This design comes from an exercise in tuning for small area, a short achievable clock period and few clock cycles on the open sky130 flow, not from production work. The RTL was checked by simulation tests, not by an equivalence proof against the original design. No activity file was given, so power comes from the tool's default toggle rates.

==> design/flow/design.v <==
package conv_pkg;
  typedef enum logic {
    MODE_CONV  = 1'b0,
    MODE_DENSE = 1'b1
  } mode_e;
  typedef enum logic [1:0] {
    S_IDLE  = 2'd0,
    S_RUN   = 2'd1,
    S_DRAIN = 2'd2,
    S_OUT   = 2'd3
  } state_e;
  function automatic int acc_w(input int data_w, input int wdepth);
    acc_w = 2 * data_w + $clog2(wdepth);
  endfunction
endpackage
module mac_lane (
  input  logic              clk,
  input  logic              rst_n,
  input  logic              wr_en,
  input  logic [3:0]        wr_addr,
  input  logic [22:0]       wr_data,
  input  logic [3:0]        tap,
  input  logic [11:0]       one,
  input  logic [11:0]       two,
  input  logic [11:0]       neg,
  input  logic              clr,
  output logic [49:0]       acc
);
  logic [15:0][22:0] w_q;
  logic [15:0]       wv_q;
  logic [22:0]       wsel_q;
  always_ff @(posedge clk) begin
    if (wr_en) w_q[wr_addr] <= wr_data;
  end
  always_ff @(posedge clk or negedge rst_n) begin
    if (!rst_n) wv_q <= '0;
    else if (wr_en) wv_q[wr_addr] <= 1'b1;
  end
  always_ff @(posedge clk) begin
    wsel_q <= wv_q[tap] ? w_q[tap] : 23'd0;
  end
  logic [23:0] pp0;
  logic [23:0] pp1;
  logic [23:0] pp2;
  logic [23:0] pp3;
  logic [23:0] pp4;
  logic [23:0] pp5;
  logic [23:0] pp6;
  logic [23:0] pp7;
  logic [23:0] pp8;
  logic [23:0] pp9;
  logic [23:0] pp10;
  logic [23:0] pp11;
  logic [23:0] wx;
  assign wx = {wsel_q[22], wsel_q};
  assign pp0[0] = (one[0] & wx[0]) ^ neg[0];
  assign pp0[22:1] = ({22{one[0]}} & wx[22:1] | {22{two[0]}} & wx[21:0]) ^ {22{neg[0]}};
  assign pp0[23] = ~(((one[0] | two[0]) & wx[23]) ^ neg[0]);
  assign pp1[0] = (one[1] & wx[0]) ^ neg[1];
  assign pp1[22:1] = ({22{one[1]}} & wx[22:1] | {22{two[1]}} & wx[21:0]) ^ {22{neg[1]}};
  assign pp1[23] = ~(((one[1] | two[1]) & wx[23]) ^ neg[1]);
  assign pp2[0] = (one[2] & wx[0]) ^ neg[2];
  assign pp2[22:1] = ({22{one[2]}} & wx[22:1] | {22{two[2]}} & wx[21:0]) ^ {22{neg[2]}};
  assign pp2[23] = ~(((one[2] | two[2]) & wx[23]) ^ neg[2]);
  assign pp3[0] = (one[3] & wx[0]) ^ neg[3];
  assign pp3[22:1] = ({22{one[3]}} & wx[22:1] | {22{two[3]}} & wx[21:0]) ^ {22{neg[3]}};
  assign pp3[23] = ~(((one[3] | two[3]) & wx[23]) ^ neg[3]);
  assign pp4[0] = (one[4] & wx[0]) ^ neg[4];
  assign pp4[22:1] = ({22{one[4]}} & wx[22:1] | {22{two[4]}} & wx[21:0]) ^ {22{neg[4]}};
  assign pp4[23] = ~(((one[4] | two[4]) & wx[23]) ^ neg[4]);
  assign pp5[0] = (one[5] & wx[0]) ^ neg[5];
  assign pp5[22:1] = ({22{one[5]}} & wx[22:1] | {22{two[5]}} & wx[21:0]) ^ {22{neg[5]}};
  assign pp5[23] = ~(((one[5] | two[5]) & wx[23]) ^ neg[5]);
  assign pp6[0] = (one[6] & wx[0]) ^ neg[6];
  assign pp6[22:1] = ({22{one[6]}} & wx[22:1] | {22{two[6]}} & wx[21:0]) ^ {22{neg[6]}};
  assign pp6[23] = ~(((one[6] | two[6]) & wx[23]) ^ neg[6]);
  assign pp7[0] = (one[7] & wx[0]) ^ neg[7];
  assign pp7[22:1] = ({22{one[7]}} & wx[22:1] | {22{two[7]}} & wx[21:0]) ^ {22{neg[7]}};
  assign pp7[23] = ~(((one[7] | two[7]) & wx[23]) ^ neg[7]);
  assign pp8[0] = (one[8] & wx[0]) ^ neg[8];
  assign pp8[22:1] = ({22{one[8]}} & wx[22:1] | {22{two[8]}} & wx[21:0]) ^ {22{neg[8]}};
  assign pp8[23] = ~(((one[8] | two[8]) & wx[23]) ^ neg[8]);
  assign pp9[0] = (one[9] & wx[0]) ^ neg[9];
  assign pp9[22:1] = ({22{one[9]}} & wx[22:1] | {22{two[9]}} & wx[21:0]) ^ {22{neg[9]}};
  assign pp9[23] = ~(((one[9] | two[9]) & wx[23]) ^ neg[9]);
  assign pp10[0] = (one[10] & wx[0]) ^ neg[10];
  assign pp10[22:1] = ({22{one[10]}} & wx[22:1] | {22{two[10]}} & wx[21:0]) ^ {22{neg[10]}};
  assign pp10[23] = ~(((one[10] | two[10]) & wx[23]) ^ neg[10]);
  assign pp11[0] = (one[11] & wx[0]) ^ neg[11];
  assign pp11[22:1] = ({22{one[11]}} & wx[22:1] | {22{two[11]}} & wx[21:0]) ^ {22{neg[11]}};
  assign pp11[23] = ~(((one[11] | two[11]) & wx[23]) ^ neg[11]);
  logic t1, t2, t3, t4, t5, t6, t7, t8, t9, t10, t11, t12, t13, t14, t15, t16, t17, t18, t19, t20, t21, t22, t23, t24, t25, t26, t27, t28, t29, t30, t31, t32, t33, t34, t35, t36, t37, t38, t39, t40, t41, t42, t43, t44, t45, t46, t47, t48, t49, t50, t51, t52, t53, t54, t55, t56, t57, t58, t59, t60, t61, t62, t63, t64, t65, t66, t67, t68, t69, t70, t71, t72, t73, t74, t75, t76, t77, t78, t79, t80, t81, t82, t83, t84, t85, t86, t87, t88, t89, t90, t91, t92, t93, t94, t95, t96, t97, t98, t99, t100, t101, t102, t103, t104, t105, t106, t107, t108, t109, t110, t111, t112, t113, t114, t115, t116, t117, t118, t119, t120, t121, t122, t123, t124, t125, t126, t127, t128, t129, t130, t131, t132, t133, t134, t135, t136, t137, t138, t139, t140, t141, t142, t143, t144, t145, t146, t147, t148, t149, t150, t151, t152, t153, t154, t155, t156, t157, t158, t159, t160, t161, t162, t163, t164, t165, t166, t167, t168, t169, t170, t171, t172, t173, t174, t175, t176, t177, t178, t179, t180, t181, t182, t183, t184, t185, t186, t187, t188, t189, t190, t191, t192, t193, t194, t195, t196, t197, t198, t199, t200, t201, t202, t203, t204, t205, t206, t207, t208, t209, t210, t211, t212, t213, t214, t215, t216, t217, t218, t219, t220, t221, t222, t223, t224, t225, t226, t227, t228, t229, t230, t231, t232, t233, t234, t235, t236, t237, t238, t239, t240, t241, t242, t243, t244, t245, t246, t247, t248, t249, t250, t251, t252, t253, t254, t255, t256, t257, t258, t259, t260, t261, t262, t263, t264, t265, t266, t267, t268, t269, t270, t271, t272, t273, t274, t275, t276, t277, t278, t279, t280, t281, t282, t283, t284, t285, t286, t287, t288, t289, t290, t291, t292, t293, t294, t295, t296, t297, t298, t299, t300, t301, t302, t303, t304, t305, t306, t307, t308, t309, t310, t311, t312, t313, t314, t315, t316, t317, t318, t319, t320, t321, t322, t323, t324, t325, t326, t327, t328, t329, t330, t331, t332, t333, t334, t335, t336, t337, t338, t339, t340, t341, t342, t343, t344, t345, t346, t347, t348, t349, t350, t351, t352, t353, t354, t355, t356, t357, t358, t359, t360, t361, t362, t363, t364, t365, t366, t367, t368, t369, t370, t371, t372, t373, t374, t375, t376, t377, t378, t379, t380, t381, t382, t383, t384, t385, t386, t387, t388, t389, t390, t391, t392, t393, t394, t395, t396, t397, t398, t399, t400, t401, t402, t403, t404, t405, t406, t407, t408, t409, t410, t411, t412, t413, t414, t415, t416, t417, t418, t419, t420, t421, t422, t423, t424, t425, t426, t427, t428, t429, t430, t431, t432, t433, t434, t435, t436, t437, t438, t439, t440, t441, t442, t443, t444, t445, t446, t447, t448, t449, t450, t451, t452, t453, t454, t455, t456, t457, t458, t459, t460, t461, t462, t463, t464, t465, t466, t467, t468, t469, t470, t471, t472, t473, t474, t475, t476, t477, t478, t479, t480, t481, t482, t483, t484;
  assign t1 = pp0[16] ^ pp1[14];
  assign t2 = pp0[16] & pp1[14];
  assign t3 = pp0[17] ^ pp1[15];
  assign t4 = pp0[17] & pp1[15];
  assign t5 = pp0[18] ^ pp1[16] ^ pp2[14];
  assign t6 = (pp0[18] & pp1[16]) | (pp0[18] & pp2[14]) | (pp1[16] & pp2[14]);
  assign t7 = pp3[12] ^ pp4[10];
  assign t8 = pp3[12] & pp4[10];
  assign t9 = pp0[19] ^ pp1[17] ^ pp2[15];
  assign t10 = (pp0[19] & pp1[17]) | (pp0[19] & pp2[15]) | (pp1[17] & pp2[15]);
  assign t11 = pp3[13] ^ pp4[11];
  assign t12 = pp3[13] & pp4[11];
  assign t13 = pp0[20] ^ pp1[18] ^ pp2[16];
  assign t14 = (pp0[20] & pp1[18]) | (pp0[20] & pp2[16]) | (pp1[18] & pp2[16]);
  assign t15 = pp3[14] ^ pp4[12] ^ pp5[10];
  assign t16 = (pp3[14] & pp4[12]) | (pp3[14] & pp5[10]) | (pp4[12] & pp5[10]);
  assign t17 = pp6[8] ^ pp7[6];
  assign t18 = pp6[8] & pp7[6];
  assign t19 = pp0[21] ^ pp1[19] ^ pp2[17];
  assign t20 = (pp0[21] & pp1[19]) | (pp0[21] & pp2[17]) | (pp1[19] & pp2[17]);
  assign t21 = pp3[15] ^ pp4[13] ^ pp5[11];
  assign t22 = (pp3[15] & pp4[13]) | (pp3[15] & pp5[11]) | (pp4[13] & pp5[11]);
  assign t23 = pp6[9] ^ pp7[7];
  assign t24 = pp6[9] & pp7[7];
  assign t25 = pp0[22] ^ pp1[20] ^ pp2[18];
  assign t26 = (pp0[22] & pp1[20]) | (pp0[22] & pp2[18]) | (pp1[20] & pp2[18]);
  assign t27 = pp3[16] ^ pp4[14] ^ pp5[12];
  assign t28 = (pp3[16] & pp4[14]) | (pp3[16] & pp5[12]) | (pp4[14] & pp5[12]);
  assign t29 = pp6[10] ^ pp7[8] ^ pp8[6];
  assign t30 = (pp6[10] & pp7[8]) | (pp6[10] & pp8[6]) | (pp7[8] & pp8[6]);
  assign t31 = pp9[4] ^ pp10[2];
  assign t32 = pp9[4] & pp10[2];
  assign t33 = pp0[23] ^ pp1[21] ^ pp2[19];
  assign t34 = (pp0[23] & pp1[21]) | (pp0[23] & pp2[19]) | (pp1[21] & pp2[19]);
  assign t35 = pp3[17] ^ pp4[15] ^ pp5[13];
  assign t36 = (pp3[17] & pp4[15]) | (pp3[17] & pp5[13]) | (pp4[15] & pp5[13]);
  assign t37 = pp6[11] ^ pp7[9] ^ pp8[7];
  assign t38 = (pp6[11] & pp7[9]) | (pp6[11] & pp8[7]) | (pp7[9] & pp8[7]);
  assign t39 = pp9[5] ^ pp10[3];
  assign t40 = pp9[5] & pp10[3];
  assign t41 = pp1[22] ^ pp2[20] ^ pp3[18];
  assign t42 = (pp1[22] & pp2[20]) | (pp1[22] & pp3[18]) | (pp2[20] & pp3[18]);
  assign t43 = pp4[16] ^ pp5[14] ^ pp6[12];
  assign t44 = (pp4[16] & pp5[14]) | (pp4[16] & pp6[12]) | (pp5[14] & pp6[12]);
  assign t45 = pp7[10] ^ pp8[8] ^ pp9[6];
  assign t46 = (pp7[10] & pp8[8]) | (pp7[10] & pp9[6]) | (pp8[8] & pp9[6]);
  assign t47 = pp1[23] ^ pp2[21] ^ pp3[19];
  assign t48 = (pp1[23] & pp2[21]) | (pp1[23] & pp3[19]) | (pp2[21] & pp3[19]);
  assign t49 = pp4[17] ^ pp5[15] ^ pp6[13];
  assign t50 = (pp4[17] & pp5[15]) | (pp4[17] & pp6[13]) | (pp5[15] & pp6[13]);
  assign t51 = pp7[11] ^ pp8[9];
  assign t52 = pp7[11] & pp8[9];
  assign t53 = pp2[22] ^ pp3[20] ^ pp4[18];
  assign t54 = (pp2[22] & pp3[20]) | (pp2[22] & pp4[18]) | (pp3[20] & pp4[18]);
  assign t55 = pp5[16] ^ pp6[14] ^ pp7[12];
  assign t56 = (pp5[16] & pp6[14]) | (pp5[16] & pp7[12]) | (pp6[14] & pp7[12]);
  assign t57 = pp2[23] ^ pp3[21] ^ pp4[19];
  assign t58 = (pp2[23] & pp3[21]) | (pp2[23] & pp4[19]) | (pp3[21] & pp4[19]);
  assign t59 = pp5[17] ^ pp6[15];
  assign t60 = pp5[17] & pp6[15];
  assign t61 = pp3[22] ^ pp4[20] ^ pp5[18];
  assign t62 = (pp3[22] & pp4[20]) | (pp3[22] & pp5[18]) | (pp4[20] & pp5[18]);
  assign t63 = pp3[23] ^ pp4[21];
  assign t64 = pp3[23] & pp4[21];
  assign t65 = pp0[10] ^ pp1[8];
  assign t66 = pp0[10] & pp1[8];
  assign t67 = pp0[11] ^ pp1[9];
  assign t68 = pp0[11] & pp1[9];
  assign t69 = pp0[12] ^ pp1[10] ^ pp2[8];
  assign t70 = (pp0[12] & pp1[10]) | (pp0[12] & pp2[8]) | (pp1[10] & pp2[8]);
  assign t71 = pp3[6] ^ pp4[4];
  assign t72 = pp3[6] & pp4[4];
  assign t73 = pp0[13] ^ pp1[11] ^ pp2[9];
  assign t74 = (pp0[13] & pp1[11]) | (pp0[13] & pp2[9]) | (pp1[11] & pp2[9]);
  assign t75 = pp3[7] ^ pp4[5];
  assign t76 = pp3[7] & pp4[5];
  assign t77 = pp0[14] ^ pp1[12] ^ pp2[10];
  assign t78 = (pp0[14] & pp1[12]) | (pp0[14] & pp2[10]) | (pp1[12] & pp2[10]);
  assign t79 = pp3[8] ^ pp4[6] ^ pp5[4];
  assign t80 = (pp3[8] & pp4[6]) | (pp3[8] & pp5[4]) | (pp4[6] & pp5[4]);
  assign t81 = pp6[2] ^ pp7[0];
  assign t82 = pp6[2] & pp7[0];
  assign t83 = pp0[15] ^ pp1[13] ^ pp2[11];
  assign t84 = (pp0[15] & pp1[13]) | (pp0[15] & pp2[11]) | (pp1[13] & pp2[11]);
  assign t85 = pp3[9] ^ pp4[7] ^ pp5[5];
  assign t86 = (pp3[9] & pp4[7]) | (pp3[9] & pp5[5]) | (pp4[7] & pp5[5]);
  assign t87 = pp6[3] ^ pp7[1];
  assign t88 = pp6[3] & pp7[1];
  assign t89 = t1 ^ pp2[12] ^ pp3[10];
  assign t90 = (t1 & pp2[12]) | (t1 & pp3[10]) | (pp2[12] & pp3[10]);
  assign t91 = pp4[8] ^ pp5[6] ^ pp6[4];
  assign t92 = (pp4[8] & pp5[6]) | (pp4[8] & pp6[4]) | (pp5[6] & pp6[4]);
  assign t93 = pp7[2] ^ pp8[0] ^ neg[8];
  assign t94 = (pp7[2] & pp8[0]) | (pp7[2] & neg[8]) | (pp8[0] & neg[8]);
  assign t95 = t2 ^ t3 ^ pp2[13];
  assign t96 = (t2 & t3) | (t2 & pp2[13]) | (t3 & pp2[13]);
  assign t97 = pp3[11] ^ pp4[9] ^ pp5[7];
  assign t98 = (pp3[11] & pp4[9]) | (pp3[11] & pp5[7]) | (pp4[9] & pp5[7]);
  assign t99 = pp6[5] ^ pp7[3] ^ pp8[1];
  assign t100 = (pp6[5] & pp7[3]) | (pp6[5] & pp8[1]) | (pp7[3] & pp8[1]);
  assign t101 = t4 ^ t5 ^ t7;
  assign t102 = (t4 & t5) | (t4 & t7) | (t5 & t7);
  assign t103 = pp5[8] ^ pp6[6] ^ pp7[4];
  assign t104 = (pp5[8] & pp6[6]) | (pp5[8] & pp7[4]) | (pp6[6] & pp7[4]);
  assign t105 = pp8[2] ^ pp9[0] ^ neg[9];
  assign t106 = (pp8[2] & pp9[0]) | (pp8[2] & neg[9]) | (pp9[0] & neg[9]);
  assign t107 = t6 ^ t8 ^ t9;
  assign t108 = (t6 & t8) | (t6 & t9) | (t8 & t9);
  assign t109 = t11 ^ pp5[9] ^ pp6[7];
  assign t110 = (t11 & pp5[9]) | (t11 & pp6[7]) | (pp5[9] & pp6[7]);
  assign t111 = pp7[5] ^ pp8[3] ^ pp9[1];
  assign t112 = (pp7[5] & pp8[3]) | (pp7[5] & pp9[1]) | (pp8[3] & pp9[1]);
  assign t113 = t10 ^ t12 ^ t13;
  assign t114 = (t10 & t12) | (t10 & t13) | (t12 & t13);
  assign t115 = t15 ^ t17 ^ pp8[4];
  assign t116 = (t15 & t17) | (t15 & pp8[4]) | (t17 & pp8[4]);
  assign t117 = pp9[2] ^ pp10[0] ^ neg[10];
  assign t118 = (pp9[2] & pp10[0]) | (pp9[2] & neg[10]) | (pp10[0] & neg[10]);
  assign t119 = t14 ^ t16 ^ t18;
  assign t120 = (t14 & t16) | (t14 & t18) | (t16 & t18);
  assign t121 = t19 ^ t21 ^ t23;
  assign t122 = (t19 & t21) | (t19 & t23) | (t21 & t23);
  assign t123 = pp8[5] ^ pp9[3] ^ pp10[1];
  assign t124 = (pp8[5] & pp9[3]) | (pp8[5] & pp10[1]) | (pp9[3] & pp10[1]);
  assign t125 = t20 ^ t22 ^ t24;
  assign t126 = (t20 & t22) | (t20 & t24) | (t22 & t24);
  assign t127 = t25 ^ t27 ^ t29;
  assign t128 = (t25 & t27) | (t25 & t29) | (t27 & t29);
  assign t129 = t31 ^ pp11[0] ^ neg[11];
  assign t130 = (t31 & pp11[0]) | (t31 & neg[11]) | (pp11[0] & neg[11]);
  assign t131 = t26 ^ t28 ^ t30;
  assign t132 = (t26 & t28) | (t26 & t30) | (t28 & t30);
  assign t133 = t32 ^ t33 ^ t35;
  assign t134 = (t32 & t33) | (t32 & t35) | (t33 & t35);
  assign t135 = t37 ^ t39 ^ pp11[1];
  assign t136 = (t37 & t39) | (t37 & pp11[1]) | (t39 & pp11[1]);
  assign t137 = t34 ^ t36 ^ t38;
  assign t138 = (t34 & t36) | (t34 & t38) | (t36 & t38);
  assign t139 = t40 ^ t41 ^ t43;
  assign t140 = (t40 & t41) | (t40 & t43) | (t41 & t43);
  assign t141 = t45 ^ pp10[4] ^ pp11[2];
  assign t142 = (t45 & pp10[4]) | (t45 & pp11[2]) | (pp10[4] & pp11[2]);
  assign t143 = t42 ^ t44 ^ t46;
  assign t144 = (t42 & t44) | (t42 & t46) | (t44 & t46);
  assign t145 = t47 ^ t49 ^ t51;
  assign t146 = (t47 & t49) | (t47 & t51) | (t49 & t51);
  assign t147 = pp9[7] ^ pp10[5] ^ pp11[3];
  assign t148 = (pp9[7] & pp10[5]) | (pp9[7] & pp11[3]) | (pp10[5] & pp11[3]);
  assign t149 = t48 ^ t50 ^ t52;
  assign t150 = (t48 & t50) | (t48 & t52) | (t50 & t52);
  assign t151 = t53 ^ t55 ^ pp8[10];
  assign t152 = (t53 & t55) | (t53 & pp8[10]) | (t55 & pp8[10]);
  assign t153 = pp9[8] ^ pp10[6] ^ pp11[4];
  assign t154 = (pp9[8] & pp10[6]) | (pp9[8] & pp11[4]) | (pp10[6] & pp11[4]);
  assign t155 = t54 ^ t56 ^ t57;
  assign t156 = (t54 & t56) | (t54 & t57) | (t56 & t57);
  assign t157 = t59 ^ pp7[13] ^ pp8[11];
  assign t158 = (t59 & pp7[13]) | (t59 & pp8[11]) | (pp7[13] & pp8[11]);
  assign t159 = pp9[9] ^ pp10[7] ^ pp11[5];
  assign t160 = (pp9[9] & pp10[7]) | (pp9[9] & pp11[5]) | (pp10[7] & pp11[5]);
  assign t161 = t58 ^ t60 ^ t61;
  assign t162 = (t58 & t60) | (t58 & t61) | (t60 & t61);
  assign t163 = pp6[16] ^ pp7[14] ^ pp8[12];
  assign t164 = (pp6[16] & pp7[14]) | (pp6[16] & pp8[12]) | (pp7[14] & pp8[12]);
  assign t165 = pp9[10] ^ pp10[8] ^ pp11[6];
  assign t166 = (pp9[10] & pp10[8]) | (pp9[10] & pp11[6]) | (pp10[8] & pp11[6]);
  assign t167 = t62 ^ t63 ^ pp5[19];
  assign t168 = (t62 & t63) | (t62 & pp5[19]) | (t63 & pp5[19]);
  assign t169 = pp6[17] ^ pp7[15] ^ pp8[13];
  assign t170 = (pp6[17] & pp7[15]) | (pp6[17] & pp8[13]) | (pp7[15] & pp8[13]);
  assign t171 = pp9[11] ^ pp10[9] ^ pp11[7];
  assign t172 = (pp9[11] & pp10[9]) | (pp9[11] & pp11[7]) | (pp10[9] & pp11[7]);
  assign t173 = t64 ^ pp4[22] ^ pp5[20];
  assign t174 = (t64 & pp4[22]) | (t64 & pp5[20]) | (pp4[22] & pp5[20]);
  assign t175 = pp6[18] ^ pp7[16] ^ pp8[14];
  assign t176 = (pp6[18] & pp7[16]) | (pp6[18] & pp8[14]) | (pp7[16] & pp8[14]);
  assign t177 = pp9[12] ^ pp10[10] ^ pp11[8];
  assign t178 = (pp9[12] & pp10[10]) | (pp9[12] & pp11[8]) | (pp10[10] & pp11[8]);
  assign t179 = pp4[23] ^ pp5[21] ^ pp6[19];
  assign t180 = (pp4[23] & pp5[21]) | (pp4[23] & pp6[19]) | (pp5[21] & pp6[19]);
  assign t181 = pp7[17] ^ pp8[15] ^ pp9[13];
  assign t182 = (pp7[17] & pp8[15]) | (pp7[17] & pp9[13]) | (pp8[15] & pp9[13]);
  assign t183 = pp10[11] ^ pp11[9];
  assign t184 = pp10[11] & pp11[9];
  assign t185 = pp5[22] ^ pp6[20] ^ pp7[18];
  assign t186 = (pp5[22] & pp6[20]) | (pp5[22] & pp7[18]) | (pp6[20] & pp7[18]);
  assign t187 = pp8[16] ^ pp9[14] ^ pp10[12];
  assign t188 = (pp8[16] & pp9[14]) | (pp8[16] & pp10[12]) | (pp9[14] & pp10[12]);
  assign t189 = pp5[23] ^ pp6[21] ^ pp7[19];
  assign t190 = (pp5[23] & pp6[21]) | (pp5[23] & pp7[19]) | (pp6[21] & pp7[19]);
  assign t191 = pp8[17] ^ pp9[15];
  assign t192 = pp8[17] & pp9[15];
  assign t193 = pp6[22] ^ pp7[20] ^ pp8[18];
  assign t194 = (pp6[22] & pp7[20]) | (pp6[22] & pp8[18]) | (pp7[20] & pp8[18]);
  assign t195 = pp6[23] ^ pp7[21];
  assign t196 = pp6[23] & pp7[21];
  assign t197 = pp0[6] ^ pp1[4];
  assign t198 = pp0[6] & pp1[4];
  assign t199 = pp0[7] ^ pp1[5];
  assign t200 = pp0[7] & pp1[5];
  assign t201 = pp0[8] ^ pp1[6] ^ pp2[4];
  assign t202 = (pp0[8] & pp1[6]) | (pp0[8] & pp2[4]) | (pp1[6] & pp2[4]);
  assign t203 = pp3[2] ^ pp4[0];
  assign t204 = pp3[2] & pp4[0];
  assign t205 = pp0[9] ^ pp1[7] ^ pp2[5];
  assign t206 = (pp0[9] & pp1[7]) | (pp0[9] & pp2[5]) | (pp1[7] & pp2[5]);
  assign t207 = pp3[3] ^ pp4[1];
  assign t208 = pp3[3] & pp4[1];
  assign t209 = t65 ^ pp2[6] ^ pp3[4];
  assign t210 = (t65 & pp2[6]) | (t65 & pp3[4]) | (pp2[6] & pp3[4]);
  assign t211 = pp4[2] ^ pp5[0] ^ neg[5];
  assign t212 = (pp4[2] & pp5[0]) | (pp4[2] & neg[5]) | (pp5[0] & neg[5]);
  assign t213 = t66 ^ t67 ^ pp2[7];
  assign t214 = (t66 & t67) | (t66 & pp2[7]) | (t67 & pp2[7]);
  assign t215 = pp3[5] ^ pp4[3] ^ pp5[1];
  assign t216 = (pp3[5] & pp4[3]) | (pp3[5] & pp5[1]) | (pp4[3] & pp5[1]);
  assign t217 = t68 ^ t69 ^ t71;
  assign t218 = (t68 & t69) | (t68 & t71) | (t69 & t71);
  assign t219 = pp5[2] ^ pp6[0] ^ neg[6];
  assign t220 = (pp5[2] & pp6[0]) | (pp5[2] & neg[6]) | (pp6[0] & neg[6]);
  assign t221 = t70 ^ t72 ^ t73;
  assign t222 = (t70 & t72) | (t70 & t73) | (t72 & t73);
  assign t223 = t75 ^ pp5[3] ^ pp6[1];
  assign t224 = (t75 & pp5[3]) | (t75 & pp6[1]) | (pp5[3] & pp6[1]);
  assign t225 = t74 ^ t76 ^ t77;
  assign t226 = (t74 & t76) | (t74 & t77) | (t76 & t77);
  assign t227 = t79 ^ t81 ^ neg[7];
  assign t228 = (t79 & t81) | (t79 & neg[7]) | (t81 & neg[7]);
  assign t229 = t78 ^ t80 ^ t82;
  assign t230 = (t78 & t80) | (t78 & t82) | (t80 & t82);
  assign t231 = t83 ^ t85 ^ t87;
  assign t232 = (t83 & t85) | (t83 & t87) | (t85 & t87);
  assign t233 = t84 ^ t86 ^ t88;
  assign t234 = (t84 & t86) | (t84 & t88) | (t86 & t88);
  assign t235 = t89 ^ t91 ^ t93;
  assign t236 = (t89 & t91) | (t89 & t93) | (t91 & t93);
  assign t237 = t90 ^ t92 ^ t94;
  assign t238 = (t90 & t92) | (t90 & t94) | (t92 & t94);
  assign t239 = t95 ^ t97 ^ t99;
  assign t240 = (t95 & t97) | (t95 & t99) | (t97 & t99);
  assign t241 = t96 ^ t98 ^ t100;
  assign t242 = (t96 & t98) | (t96 & t100) | (t98 & t100);
  assign t243 = t101 ^ t103 ^ t105;
  assign t244 = (t101 & t103) | (t101 & t105) | (t103 & t105);
  assign t245 = t102 ^ t104 ^ t106;
  assign t246 = (t102 & t104) | (t102 & t106) | (t104 & t106);
  assign t247 = t107 ^ t109 ^ t111;
  assign t248 = (t107 & t109) | (t107 & t111) | (t109 & t111);
  assign t249 = t108 ^ t110 ^ t112;
  assign t250 = (t108 & t110) | (t108 & t112) | (t110 & t112);
  assign t251 = t113 ^ t115 ^ t117;
  assign t252 = (t113 & t115) | (t113 & t117) | (t115 & t117);
  assign t253 = t114 ^ t116 ^ t118;
  assign t254 = (t114 & t116) | (t114 & t118) | (t116 & t118);
  assign t255 = t119 ^ t121 ^ t123;
  assign t256 = (t119 & t121) | (t119 & t123) | (t121 & t123);
  assign t257 = t120 ^ t122 ^ t124;
  assign t258 = (t120 & t122) | (t120 & t124) | (t122 & t124);
  assign t259 = t125 ^ t127 ^ t129;
  assign t260 = (t125 & t127) | (t125 & t129) | (t127 & t129);
  assign t261 = t126 ^ t128 ^ t130;
  assign t262 = (t126 & t128) | (t126 & t130) | (t128 & t130);
  assign t263 = t131 ^ t133 ^ t135;
  assign t264 = (t131 & t133) | (t131 & t135) | (t133 & t135);
  assign t265 = t132 ^ t134 ^ t136;
  assign t266 = (t132 & t134) | (t132 & t136) | (t134 & t136);
  assign t267 = t137 ^ t139 ^ t141;
  assign t268 = (t137 & t139) | (t137 & t141) | (t139 & t141);
  assign t269 = t138 ^ t140 ^ t142;
  assign t270 = (t138 & t140) | (t138 & t142) | (t140 & t142);
  assign t271 = t143 ^ t145 ^ t147;
  assign t272 = (t143 & t145) | (t143 & t147) | (t145 & t147);
  assign t273 = t144 ^ t146 ^ t148;
  assign t274 = (t144 & t146) | (t144 & t148) | (t146 & t148);
  assign t275 = t149 ^ t151 ^ t153;
  assign t276 = (t149 & t151) | (t149 & t153) | (t151 & t153);
  assign t277 = t150 ^ t152 ^ t154;
  assign t278 = (t150 & t152) | (t150 & t154) | (t152 & t154);
  assign t279 = t155 ^ t157 ^ t159;
  assign t280 = (t155 & t157) | (t155 & t159) | (t157 & t159);
  assign t281 = t156 ^ t158 ^ t160;
  assign t282 = (t156 & t158) | (t156 & t160) | (t158 & t160);
  assign t283 = t161 ^ t163 ^ t165;
  assign t284 = (t161 & t163) | (t161 & t165) | (t163 & t165);
  assign t285 = t162 ^ t164 ^ t166;
  assign t286 = (t162 & t164) | (t162 & t166) | (t164 & t166);
  assign t287 = t167 ^ t169 ^ t171;
  assign t288 = (t167 & t169) | (t167 & t171) | (t169 & t171);
  assign t289 = t168 ^ t170 ^ t172;
  assign t290 = (t168 & t170) | (t168 & t172) | (t170 & t172);
  assign t291 = t173 ^ t175 ^ t177;
  assign t292 = (t173 & t175) | (t173 & t177) | (t175 & t177);
  assign t293 = t174 ^ t176 ^ t178;
  assign t294 = (t174 & t176) | (t174 & t178) | (t176 & t178);
  assign t295 = t179 ^ t181 ^ t183;
  assign t296 = (t179 & t181) | (t179 & t183) | (t181 & t183);
  assign t297 = t180 ^ t182 ^ t184;
  assign t298 = (t180 & t182) | (t180 & t184) | (t182 & t184);
  assign t299 = t185 ^ t187 ^ pp11[10];
  assign t300 = (t185 & t187) | (t185 & pp11[10]) | (t187 & pp11[10]);
  assign t301 = t186 ^ t188 ^ t189;
  assign t302 = (t186 & t188) | (t186 & t189) | (t188 & t189);
  assign t303 = t191 ^ pp10[13] ^ pp11[11];
  assign t304 = (t191 & pp10[13]) | (t191 & pp11[11]) | (pp10[13] & pp11[11]);
  assign t305 = t190 ^ t192 ^ t193;
  assign t306 = (t190 & t192) | (t190 & t193) | (t192 & t193);
  assign t307 = pp9[16] ^ pp10[14] ^ pp11[12];
  assign t308 = (pp9[16] & pp10[14]) | (pp9[16] & pp11[12]) | (pp10[14] & pp11[12]);
  assign t309 = t194 ^ t195 ^ pp8[19];
  assign t310 = (t194 & t195) | (t194 & pp8[19]) | (t195 & pp8[19]);
  assign t311 = pp9[17] ^ pp10[15] ^ pp11[13];
  assign t312 = (pp9[17] & pp10[15]) | (pp9[17] & pp11[13]) | (pp10[15] & pp11[13]);
  assign t313 = t196 ^ pp7[22] ^ pp8[20];
  assign t314 = (t196 & pp7[22]) | (t196 & pp8[20]) | (pp7[22] & pp8[20]);
  assign t315 = pp9[18] ^ pp10[16] ^ pp11[14];
  assign t316 = (pp9[18] & pp10[16]) | (pp9[18] & pp11[14]) | (pp10[16] & pp11[14]);
  assign t317 = pp7[23] ^ pp8[21] ^ pp9[19];
  assign t318 = (pp7[23] & pp8[21]) | (pp7[23] & pp9[19]) | (pp8[21] & pp9[19]);
  assign t319 = pp10[17] ^ pp11[15];
  assign t320 = pp10[17] & pp11[15];
  assign t321 = pp8[22] ^ pp9[20] ^ pp10[18];
  assign t322 = (pp8[22] & pp9[20]) | (pp8[22] & pp10[18]) | (pp9[20] & pp10[18]);
  assign t323 = pp8[23] ^ pp9[21];
  assign t324 = pp8[23] & pp9[21];
  assign t325 = pp0[4] ^ pp1[2];
  assign t326 = pp0[4] & pp1[2];
  assign t327 = pp0[5] ^ pp1[3];
  assign t328 = pp0[5] & pp1[3];
  assign t329 = t197 ^ pp2[2] ^ pp3[0];
  assign t330 = (t197 & pp2[2]) | (t197 & pp3[0]) | (pp2[2] & pp3[0]);
  assign t331 = t198 ^ t199 ^ pp2[3];
  assign t332 = (t198 & t199) | (t198 & pp2[3]) | (t199 & pp2[3]);
  assign t333 = t200 ^ t201 ^ t203;
  assign t334 = (t200 & t201) | (t200 & t203) | (t201 & t203);
  assign t335 = t202 ^ t204 ^ t205;
  assign t336 = (t202 & t204) | (t202 & t205) | (t204 & t205);
  assign t337 = t206 ^ t208 ^ t209;
  assign t338 = (t206 & t208) | (t206 & t209) | (t208 & t209);
  assign t339 = t210 ^ t212 ^ t213;
  assign t340 = (t210 & t212) | (t210 & t213) | (t212 & t213);
  assign t341 = t214 ^ t216 ^ t217;
  assign t342 = (t214 & t216) | (t214 & t217) | (t216 & t217);
  assign t343 = t218 ^ t220 ^ t221;
  assign t344 = (t218 & t220) | (t218 & t221) | (t220 & t221);
  assign t345 = t222 ^ t224 ^ t225;
  assign t346 = (t222 & t224) | (t222 & t225) | (t224 & t225);
  assign t347 = t226 ^ t228 ^ t229;
  assign t348 = (t226 & t228) | (t226 & t229) | (t228 & t229);
  assign t349 = t230 ^ t232 ^ t233;
  assign t350 = (t230 & t232) | (t230 & t233) | (t232 & t233);
  assign t351 = t234 ^ t236 ^ t237;
  assign t352 = (t234 & t236) | (t234 & t237) | (t236 & t237);
  assign t353 = t238 ^ t240 ^ t241;
  assign t354 = (t238 & t240) | (t238 & t241) | (t240 & t241);
  assign t355 = t242 ^ t244 ^ t245;
  assign t356 = (t242 & t244) | (t242 & t245) | (t244 & t245);
  assign t357 = t246 ^ t248 ^ t249;
  assign t358 = (t246 & t248) | (t246 & t249) | (t248 & t249);
  assign t359 = t250 ^ t252 ^ t253;
  assign t360 = (t250 & t252) | (t250 & t253) | (t252 & t253);
  assign t361 = t254 ^ t256 ^ t257;
  assign t362 = (t254 & t256) | (t254 & t257) | (t256 & t257);
  assign t363 = t258 ^ t260 ^ t261;
  assign t364 = (t258 & t260) | (t258 & t261) | (t260 & t261);
  assign t365 = t262 ^ t264 ^ t265;
  assign t366 = (t262 & t264) | (t262 & t265) | (t264 & t265);
  assign t367 = t266 ^ t268 ^ t269;
  assign t368 = (t266 & t268) | (t266 & t269) | (t268 & t269);
  assign t369 = t270 ^ t272 ^ t273;
  assign t370 = (t270 & t272) | (t270 & t273) | (t272 & t273);
  assign t371 = t274 ^ t276 ^ t277;
  assign t372 = (t274 & t276) | (t274 & t277) | (t276 & t277);
  assign t373 = t278 ^ t280 ^ t281;
  assign t374 = (t278 & t280) | (t278 & t281) | (t280 & t281);
  assign t375 = t282 ^ t284 ^ t285;
  assign t376 = (t282 & t284) | (t282 & t285) | (t284 & t285);
  assign t377 = t286 ^ t288 ^ t289;
  assign t378 = (t286 & t288) | (t286 & t289) | (t288 & t289);
  assign t379 = t290 ^ t292 ^ t293;
  assign t380 = (t290 & t292) | (t290 & t293) | (t292 & t293);
  assign t381 = t294 ^ t296 ^ t297;
  assign t382 = (t294 & t296) | (t294 & t297) | (t296 & t297);
  assign t383 = t298 ^ t300 ^ t301;
  assign t384 = (t298 & t300) | (t298 & t301) | (t300 & t301);
  assign t385 = t302 ^ t304 ^ t305;
  assign t386 = (t302 & t304) | (t302 & t305) | (t304 & t305);
  assign t387 = t306 ^ t308 ^ t309;
  assign t388 = (t306 & t308) | (t306 & t309) | (t308 & t309);
  assign t389 = t310 ^ t312 ^ t313;
  assign t390 = (t310 & t312) | (t310 & t313) | (t312 & t313);
  assign t391 = t314 ^ t316 ^ t317;
  assign t392 = (t314 & t316) | (t314 & t317) | (t316 & t317);
  assign t393 = t318 ^ t320 ^ t321;
  assign t394 = (t318 & t320) | (t318 & t321) | (t320 & t321);
  assign t395 = t322 ^ t323 ^ pp10[19];
  assign t396 = (t322 & t323) | (t322 & pp10[19]) | (t323 & pp10[19]);
  assign t397 = t324 ^ pp9[22] ^ pp10[20];
  assign t398 = (t324 & pp9[22]) | (t324 & pp10[20]) | (pp9[22] & pp10[20]);
  assign t399 = pp9[23] ^ pp10[21];
  assign t400 = pp9[23] & pp10[21];
  assign t401 = pp0[2] ^ pp1[0];
  assign t402 = pp0[2] & pp1[0];
  assign t403 = pp0[3] ^ pp1[1];
  assign t404 = pp0[3] & pp1[1];
  assign t405 = t325 ^ pp2[0] ^ neg[2];
  assign t406 = (t325 & pp2[0]) | (t325 & neg[2]) | (pp2[0] & neg[2]);
  assign t407 = t326 ^ t327 ^ pp2[1];
  assign t408 = (t326 & t327) | (t326 & pp2[1]) | (t327 & pp2[1]);
  assign t409 = t328 ^ t329 ^ neg[3];
  assign t410 = (t328 & t329) | (t328 & neg[3]) | (t329 & neg[3]);
  assign t411 = t330 ^ t331 ^ pp3[1];
  assign t412 = (t330 & t331) | (t330 & pp3[1]) | (t331 & pp3[1]);
  assign t413 = t332 ^ t333 ^ neg[4];
  assign t414 = (t332 & t333) | (t332 & neg[4]) | (t333 & neg[4]);
  assign t415 = t334 ^ t335 ^ t207;
  assign t416 = (t334 & t335) | (t334 & t207) | (t335 & t207);
  assign t417 = t336 ^ t337 ^ t211;
  assign t418 = (t336 & t337) | (t336 & t211) | (t337 & t211);
  assign t419 = t338 ^ t339 ^ t215;
  assign t420 = (t338 & t339) | (t338 & t215) | (t339 & t215);
  assign t421 = t340 ^ t341 ^ t219;
  assign t422 = (t340 & t341) | (t340 & t219) | (t341 & t219);
  assign t423 = t342 ^ t343 ^ t223;
  assign t424 = (t342 & t343) | (t342 & t223) | (t343 & t223);
  assign t425 = t344 ^ t345 ^ t227;
  assign t426 = (t344 & t345) | (t344 & t227) | (t345 & t227);
  assign t427 = t346 ^ t347 ^ t231;
  assign t428 = (t346 & t347) | (t346 & t231) | (t347 & t231);
  assign t429 = t348 ^ t349 ^ t235;
  assign t430 = (t348 & t349) | (t348 & t235) | (t349 & t235);
  assign t431 = t350 ^ t351 ^ t239;
  assign t432 = (t350 & t351) | (t350 & t239) | (t351 & t239);
  assign t433 = t352 ^ t353 ^ t243;
  assign t434 = (t352 & t353) | (t352 & t243) | (t353 & t243);
  assign t435 = t354 ^ t355 ^ t247;
  assign t436 = (t354 & t355) | (t354 & t247) | (t355 & t247);
  assign t437 = t356 ^ t357 ^ t251;
  assign t438 = (t356 & t357) | (t356 & t251) | (t357 & t251);
  assign t439 = t358 ^ t359 ^ t255;
  assign t440 = (t358 & t359) | (t358 & t255) | (t359 & t255);
  assign t441 = t360 ^ t361 ^ t259;
  assign t442 = (t360 & t361) | (t360 & t259) | (t361 & t259);
  assign t443 = t362 ^ t363 ^ t263;
  assign t444 = (t362 & t363) | (t362 & t263) | (t363 & t263);
  assign t445 = t364 ^ t365 ^ t267;
  assign t446 = (t364 & t365) | (t364 & t267) | (t365 & t267);
  assign t447 = t366 ^ t367 ^ t271;
  assign t448 = (t366 & t367) | (t366 & t271) | (t367 & t271);
  assign t449 = t368 ^ t369 ^ t275;
  assign t450 = (t368 & t369) | (t368 & t275) | (t369 & t275);
  assign t451 = t370 ^ t371 ^ t279;
  assign t452 = (t370 & t371) | (t370 & t279) | (t371 & t279);
  assign t453 = t372 ^ t373 ^ t283;
  assign t454 = (t372 & t373) | (t372 & t283) | (t373 & t283);
  assign t455 = t374 ^ t375 ^ t287;
  assign t456 = (t374 & t375) | (t374 & t287) | (t375 & t287);
  assign t457 = t376 ^ t377 ^ t291;
  assign t458 = (t376 & t377) | (t376 & t291) | (t377 & t291);
  assign t459 = t378 ^ t379 ^ t295;
  assign t460 = (t378 & t379) | (t378 & t295) | (t379 & t295);
  assign t461 = t380 ^ t381 ^ t299;
  assign t462 = (t380 & t381) | (t380 & t299) | (t381 & t299);
  assign t463 = t382 ^ t383 ^ t303;
  assign t464 = (t382 & t383) | (t382 & t303) | (t383 & t303);
  assign t465 = t384 ^ t385 ^ t307;
  assign t466 = (t384 & t385) | (t384 & t307) | (t385 & t307);
  assign t467 = t386 ^ t387 ^ t311;
  assign t468 = (t386 & t387) | (t386 & t311) | (t387 & t311);
  assign t469 = t388 ^ t389 ^ t315;
  assign t470 = (t388 & t389) | (t388 & t315) | (t389 & t315);
  assign t471 = t390 ^ t391 ^ t319;
  assign t472 = (t390 & t391) | (t390 & t319) | (t391 & t319);
  assign t473 = t392 ^ t393 ^ pp11[16];
  assign t474 = (t392 & t393) | (t392 & pp11[16]) | (t393 & pp11[16]);
  assign t475 = t394 ^ t395 ^ pp11[17];
  assign t476 = (t394 & t395) | (t394 & pp11[17]) | (t395 & pp11[17]);
  assign t477 = t396 ^ t397 ^ pp11[18];
  assign t478 = (t396 & t397) | (t396 & pp11[18]) | (t397 & pp11[18]);
  assign t479 = t398 ^ t399 ^ pp11[19];
  assign t480 = (t398 & t399) | (t398 & pp11[19]) | (t399 & pp11[19]);
  assign t481 = t400 ^ pp10[22] ^ pp11[20];
  assign t482 = (t400 & pp10[22]) | (t400 & pp11[20]) | (pp10[22] & pp11[20]);
  assign t483 = pp10[23] ^ pp11[21];
  assign t484 = pp10[23] & pp11[21];
  logic [49:0] ps, pc;
  assign ps = {1'b0, 1'b0, 1'b0, 1'b0, pp11[23], t484, t482, t480, t478, t476, t474, t472, t470, t468, t466, t464, t462, t460, t458, t456, t454, t452, t450, t448, t446, t444, t442, t440, t438, t436, t434, t432, t430, t428, t426, t424, t422, t420, t418, t416, t414, t412, t410, t408, t406, t404, t402, t401, pp0[1], pp0[0]};
  assign pc = {1'b0, 1'b0, 1'b0, 1'b0, 1'b0, pp11[22], t483, t481, t479, t477, t475, t473, t471, t469, t467, t465, t463, t461, t459, t457, t455, t453, t451, t449, t447, t445, t443, t441, t439, t437, t435, t433, t431, t429, t427, t425, t423, t421, t419, t417, t415, t413, t411, t409, t407, t405, t403, neg[1], 1'b0, neg[0]};
  logic [49:0] ps_q, pc_q, acc_q;
  always_ff @(posedge clk) begin
    ps_q <= ps;
    pc_q <= pc;
    acc_q <= clr ? 50'd0 : acc_q + ps_q + pc_q + 50'd1078987413520384;
  end
  assign acc = acc_q;
endmodule
module conv_mac_engine
#(
  parameter int DATA_W = 23,
  parameter int KSIZE  = 3,
  parameter int CH     = 2,
  parameter int WDEPTH = 16,
  parameter int ACC_W  = conv_pkg::acc_w(DATA_W, WDEPTH)
) (
  input  logic                       clk,
  input  logic                       rst_n,
  input  logic                       cfg_we,
  input  logic [$clog2(CH)-1:0]      cfg_ch,
  input  logic [$clog2(WDEPTH)-1:0]  cfg_addr,
  input  logic [DATA_W-1:0]          cfg_wdata,
  input  logic                       mode,
  input  logic [$clog2(WDEPTH):0]    len,
  input  logic                       start,
  input  logic                       in_valid,
  output logic                       in_ready,
  input  logic [DATA_W-1:0]          in_data,
  output logic                       out_valid,
  input  logic                       out_ready,
  output logic [CH*ACC_W-1:0]        out_data,
  output logic                       busy,
  output logic                       err
);
  localparam int AW = $clog2(WDEPTH);
  localparam int NK = KSIZE * KSIZE;
  localparam int ND = (DATA_W + 1) / 2;
  logic          busy_q, rdy_q, ov_q, err_q;
  logic          p1_q, p2_q;
  logic [AW-1:0] tap_q, nm1_q;
  logic          hs, last, start_ok, len_bad;
  assign busy      = busy_q;
  assign in_ready  = rdy_q;
  assign out_valid = ov_q;
  assign err       = err_q;
  assign hs       = in_valid && rdy_q;
  assign last     = hs && (tap_q == nm1_q);
  assign len_bad  = mode && ((len == '0) || (len > WDEPTH));
  assign start_ok = start && !busy_q && !len_bad;
  always_ff @(posedge clk or negedge rst_n) begin
    if (!rst_n) begin
      busy_q <= 1'b0;
      rdy_q  <= 1'b0;
      ov_q   <= 1'b0;
      err_q  <= 1'b0;
      p1_q   <= 1'b0;
      p2_q   <= 1'b0;
      tap_q  <= '0;
      nm1_q  <= '0;
    end else begin
      busy_q <= start_ok || (busy_q && !(ov_q && out_ready));
      rdy_q  <= start_ok || (rdy_q && !last);
      p1_q   <= last;
      p2_q   <= p1_q;
      ov_q   <= p2_q || (ov_q && !out_ready);
      err_q  <= (start && !busy_q && len_bad) || (cfg_we && busy_q);
      tap_q  <= rdy_q ? tap_q + AW'(hs) : '0;
      if (!busy_q) nm1_q <= mode ? AW'(len - 1'b1) : AW'(NK - 1);
    end
  end
  logic [DATA_W:0]  xs;
  logic [ND-1:0]    one_d, two_d, neg_d, one_q, two_q, neg_q;
  assign xs = {in_data, 1'b0};
  generate
    for (genvar j = 0; j < ND; j++) begin : g_booth
      logic b0, b1, b2;
      assign b0 = xs[2*j];
      assign b1 = xs[2*j+1];
      assign b2 = xs[(2*j+2 <= DATA_W) ? 2*j+2 : DATA_W];
      assign one_d[j] = hs && (b1 ^ b0);
      assign two_d[j] = hs && ((b2 && !b1 && !b0) || (!b2 && b1 && b0));
      assign neg_d[j] = hs && b2;
    end
  endgenerate
  always_ff @(posedge clk or negedge rst_n) begin
    if (!rst_n) begin
      one_q <= '0;
      two_q <= '0;
      neg_q <= '0;
    end else begin
      one_q <= one_d;
      two_q <= two_d;
      neg_q <= neg_d;
    end
  end
  generate
    for (genvar gc = 0; gc < CH; gc++) begin : g_lane
      logic [ACC_W-1:0] acc_c;
      mac_lane u_lane (
        .clk     (clk),
        .rst_n   (rst_n),
        .wr_en   (cfg_we && !busy_q && (cfg_ch == gc)),
        .wr_addr (cfg_addr),
        .wr_data (cfg_wdata),
        .tap     (tap_q),
        .one     (one_q),
        .two     (two_q),
        .neg     (neg_q),
        .clr     (start_ok),
        .acc     (acc_c)
      );
      assign out_data[gc*ACC_W +: ACC_W] = acc_c;
    end
  endgenerate
endmodule
==> design/flow/run.sh <==
#!/bin/bash
# synth_recipe.tcl (not shown) runs the flow's synth.tcl, then flattens the netlist and writes it again
# the make line also repeats each setting of config.mk as NAME=value (left out here)
make -C /OpenROAD-flow-scripts/flow DESIGN_CONFIG=/design/flow/config.mk WORK_HOME=/design/flow/orfs CLKGATE_MAP_FILE= SYNTH_SCRIPT=/design/flow/synth_recipe.tcl finish
==> design/flow/config.mk <==
export PLATFORM = sky130hd
export DESIGN_NAME = conv_mac_engine
export DESIGN_NICKNAME = conv_mac_engine
export VERILOG_FILES = /design/flow/design.v
export SDC_FILE = /design/flow/constraint.sdc
export NUM_CORES = 4
export LEC_CHECK = 0
export CAP_MARGIN = 20
export CORE_MARGIN = 2
export CORE_UTILIZATION = 40
export SETUP_SLACK_MARGIN = 5
export SLEW_MARGIN = 20
==> design/flow/constraint.sdc <==
create_clock -name core_clock -period 10.0 [get_ports {clk}]
set_input_delay 2.0000 -clock core_clock [delete_from_list [all_inputs] [get_ports {clk}]]
set_output_delay 2.0000 -clock core_clock [all_outputs]
set_load 0.01 [all_outputs]
==> summary.txt <==
Yosys
  • Synth warn: 2
  • Mapped Cells: 7488
  • Register area share after synthesis: 0.395
  • Synth top area share: 0.285
  • Top FF cell, synth: edfxtp_1
  • Synth top area cells: edfxtp_1 29%, fa_1 13%, dfxtp_1 8.4%
  • Synth unique cells: 91
  • Number of synthesized flops with an enable pin: 736
  • Post-Syn Nets: 8313
  • Synthesized cell area: 77500 um2
  • Synth Area per Inst: 10.4 um2
  • Synth Register Bits: 1141
  • Ys async rst share: 0.0710
  • Synth area leader: edfxtp_1

Critical path
  • Slowest CP cell: clkdlybuf4s50_1
  • Delay-heaviest family, CP: buffers and inverters
  • CP bufs+invs: 3
  • R2R cell count: 11
  • CP Cell Sequence: clkdlybuf4s50_1, inv_1, ha_2, nor2_1, a22o_2, buf_6, nand2_8, nand2_1, o21ai_0
  • Reg-to-reg startpoint: neg_q[3]
  • R2R setup slack: 5.25 ns
  • Worst Path Required: 10.47 ns
  • WS Path Type: primary input to register
  • Critical path capture point type: register
  • Crit path launch type: primary input
  • Crit path max fanout: 49
  • Slowest stage delay, CP: 0.84 ns
  • Crit path DAT: 5.29 ns
  • R2R Path End: g_lane[1].u_lane.pc_q[22]

Routing
  • DRC viols: 0
  • Vias per cell: 5.88
  • DR iter-0 viols: 6516
  • Final wirelength: 246000 um
  • Final ANT Viol Nets: 0
  • Via count: 58692
  • Wirelength per Cell: 24.6 um
  • Drt pass-1 iters: 7

Pwr
  • PD cells: 392 nW/um2
  • P_int: 17.9 mW
  • Gate power share: 0.643
  • Worst VDD drop: 0.399 mV
  • Static leakage: 34.6 nW
  • Switching fraction of total power: 0.469
  • Clock power frac: 0.153
  • Reg power frac: 0.204
  • Sw Pwr: 15.8 mW

Global routing
  • Antenna violations before repair: 14
  • GRT Resource Usage Total: 0.247
  • Largest net degree at the start of global routing: 179
  • Vias in the first global route: 60702
  • GR Overflow Total: 0
  • First-pass GRT wire length: 374000 um

Place
  • Area post-placement: 81400 um2
  • Inst Count DP: 9724
  • Post-DP HPWL: 149000 um
  • Port Buffers: 166
  • Gp weighted congestion: 0.872

Die
  • Die Wd: 444 um
  • I/O pin count: 167
  • Core area: 193000 um2
  • Die ar.: 197000 um2
  • Initial core utilization: 0.403
  • Chip height: 444 um
  • Row cnt: 161

Clock network
  • Clock sinks: 1141
  • H-tree depth: 4
  • Clk slew on worst S/H paths: 0.06 ns
  • Clk latency of the worst-skew pair: 0.79 ns
  • TritonCTS Buffers: 135
  • CTS Hold Bufs: 0
  • Clock tree buffer depth: 3
  • Clock root buffer: clkbuf_16
  • CTS tree: built

STA
  • Worst-margin pin slew: 1.21 ns
  • Endpoints failing setup: 0
  • Layout Skew: 0.0327 ns
  • Min Tclk post-route: 4.82 ns
  • Peak Freq: 0.207 GHz
  • RSZ-0062 raised after global routing: false
  • Crit share post-route: 0.482
  • Final Max Slew Viols: 0
  • Hold Fails Final Rpt: 0
  • Worst slew margin: 0.190

Hold path
  • Origin of the worst min-delay path: p1_q
  • Worst hold path depth: 0
  • Hold Path Class: register to register
  • Hold EP: p2_q

Cells and area
  • Post-Route Utilization: 0.447
  • Layout cells sized above 1: 0.0826
  • Filler Cell Count: 18080
  • Non-Filler Instances: 9978
  • Final Instance Area: 86100 um2
  • Fin nets: 8161
  • Layout Area Growth over Synthesis: 11.1%

Job
  • Max-cap viol count: 0

Outcome
  • Status: finished clean
==> cells in the mapped netlist (all sizes together), types with 38 or more instances <==
library cell	count
buf	190
a221oi	38
xnor2	400
a21oi	194
a22oi	516
nor3	39
inv	867
nor2	167
fa	496
a21o	58
dfxtp	324
nand2	1136
o21ai	494
dfrtp	81
a32o	184
ha	266
nor2b	38
o21bai	40
mux4	144
clkbuf	407
xor2	265
mux2i	139
edfxtp	736
==> flip-flops by register name, indices dropped and copies added (netlist names), 4 cells and up <==
register,flops
g_lane.u_lane.wsel_q,46
neg_q,12
g_lane.u_lane.pc_q,86
tap_q,4
g_lane.u_lane.wv_q,32
g_lane.u_lane.ps_q,92
nm1_q,4
one_q,12
two_q,11
g_lane.u_lane.w_q,736
g_lane.u_lane.acc_q,100
==> worst reg2reg max path: stages (launching register included) <==
cell	delay [ns]
dfrtp_2	0.34
buf_4	0.60
inv_2	0.69
xnor2_1	0.34
fa_1	0.53
inv_1	0.06
fa_1	0.48
fa_1	0.53
inv_1	0.06
fa_1	0.53
inv_1	0.05
fa_1	0.44
==> through the flow <==
| step | hold WS [ns] | power (mW) | setup TNS [ns] | worst slack [ns] |
|---|---|---|---|---|
| 3_5_place_dp | 0.338 | 28.5 | 0 | 3.75 |
| 5_1_grt | 0.369 | 36.7 | 0 | 5.05 |
| 2_1_floorplan | 0.331 | 22.4 | -723.40 | -2.53 |
| 6_report | 0.351 | 33.8 | 0 | 5.18 |
| 4_1_cts | 0.352 | 33.8 | 0 | 4.89 |
| 3_3_place_gp | 0.341 | 28.3 | 0 | 3.89 |
==> final cells by class <==
class	instances	area [um2]	share of cell area
clock buffer	170	3700	0.0430
tap	2526	3160	0.0367
inverter	867	3250	0.0378
timing repair buffer	308	2860	0.0332
antenna	6	15.0	0.000174
sequential	1141	30600	0.356
clock inverter	77	887	0.0103
multi-input combinational	4883	41600	0.483
==> layout by cell type, fill, tap and decap left out, drive strengths merged, types with 144 or more instances in the layout <==
cell type / netlist / routed
o21ai: 494 / 494
xor2: 265 / 265
nand2: 1136 / 1136
a22oi: 516 / 516
ha: 266 / 266
clkbuf: 407 / 171
inv: 867 / 875
a32o: 184 / 184
nor2: 167 / 167
edfxtp: 736 / 736
a21oi: 194 / 194
fa: 496 / 496
dfxtp: 324 / 324
clkdlybuf4s50: 0 / 165
xnor2: 400 / 400
mux4: 144 / 144
==> worst max-delay path by stage <==
stage,start,end,slack [ns],cells past startpoint
after global routing,cfg_addr[0],g_lane[1].u_lane.w_q[59],5.05,9
after detailed placement,cfg_addr[0],g_lane[1].u_lane.w_q[150],3.75,8
after global placement,cfg_addr[0],g_lane[0].u_lane.w_q[146],3.89,8
after CTS,cfg_addr[0],g_lane[1].u_lane.w_q[354],4.89,10
after floorplan,cfg_we,g_lane[0].u_lane.wv_q[10],-2.53,3
final,cfg_addr[0],g_lane[0].u_lane.w_q[76],5.18,9
==> layer usage <==
layer,routed length (um),GRT usage,vias to the layer above
met5,27,0,-
met3,23600,0.0490,642
met4,9150,0.0967,4
met2,117000,0.407,3103
met1,96300,0.318,29508
li1,-,-,25435
==> logic make-up after synthesis <==
| group | count (synthesis) | synth area share |
|---|---|---|
| XOR/XNOR | 665 | 0.0752 |
| AO/OA/AOI/OAI | 1627 | 0.143 |
| adder cells (fa/ha/maj) | 762 | 0.171 |
| buffers and inverters | 1464 | 0.0723 |
| flip-flops | 1141 | 0.395 |
| AND/OR/NAND/NOR | 1535 | 0.0819 |
| multiplexers | 294 | 0.0614 |
==> what timing repair did <==
action | 4_1_cts | 5_1_grt
pin swaps | 0 | 0
setup endpoints to repair | 365 | 369
cloned | 0 | 0
setup buffers | 0 | 0
gates resized for setup | 10 | 10
==> power groups by stage <==
stage	Clock [mW]	Sequential, mW	Combinational [mW]
floorplan	0	6.87	15.5
global placement	0	6.99	21.3
detailed placement	0	7.00	21.5
CTS	5.24	6.91	21.7
global route	5.43	6.98	24.3
finish	5.15	6.89	21.7
Testbench counts, summed over its fixed seeds: cycles 20,142.

[what the ideal ports hide]
The flow's constraints put no driver on any port. The routed layout listed below was extracted and timed again, unchanged, in two steps.
Step 1: set_driving_cell puts a clkbuf_16 on clk and a buf_2 on each other input, an assumption about the parent block.
Step 2 moves the port delays by t, midway between the first and last clock arrival at a register: inputs arrive t later, outputs are due t later. That takes back most of the time a late clock gives input paths.
a / b / c = ideal / step 1 / step 2; a / b = the first two.
t (ns): 0.851
setup WS [ns]: 5.175 / 5.199 / 4.348
worst setup path after step 2: input to register
worst register clock-pin slew, ns: 0.07 / 0.07
cell pins on the clock port's net: 1
After both steps this run still meets setup and hold. For this run, drivers alone change the setup slack by +0.024 ns; drivers and shift together by -0.827 ns.
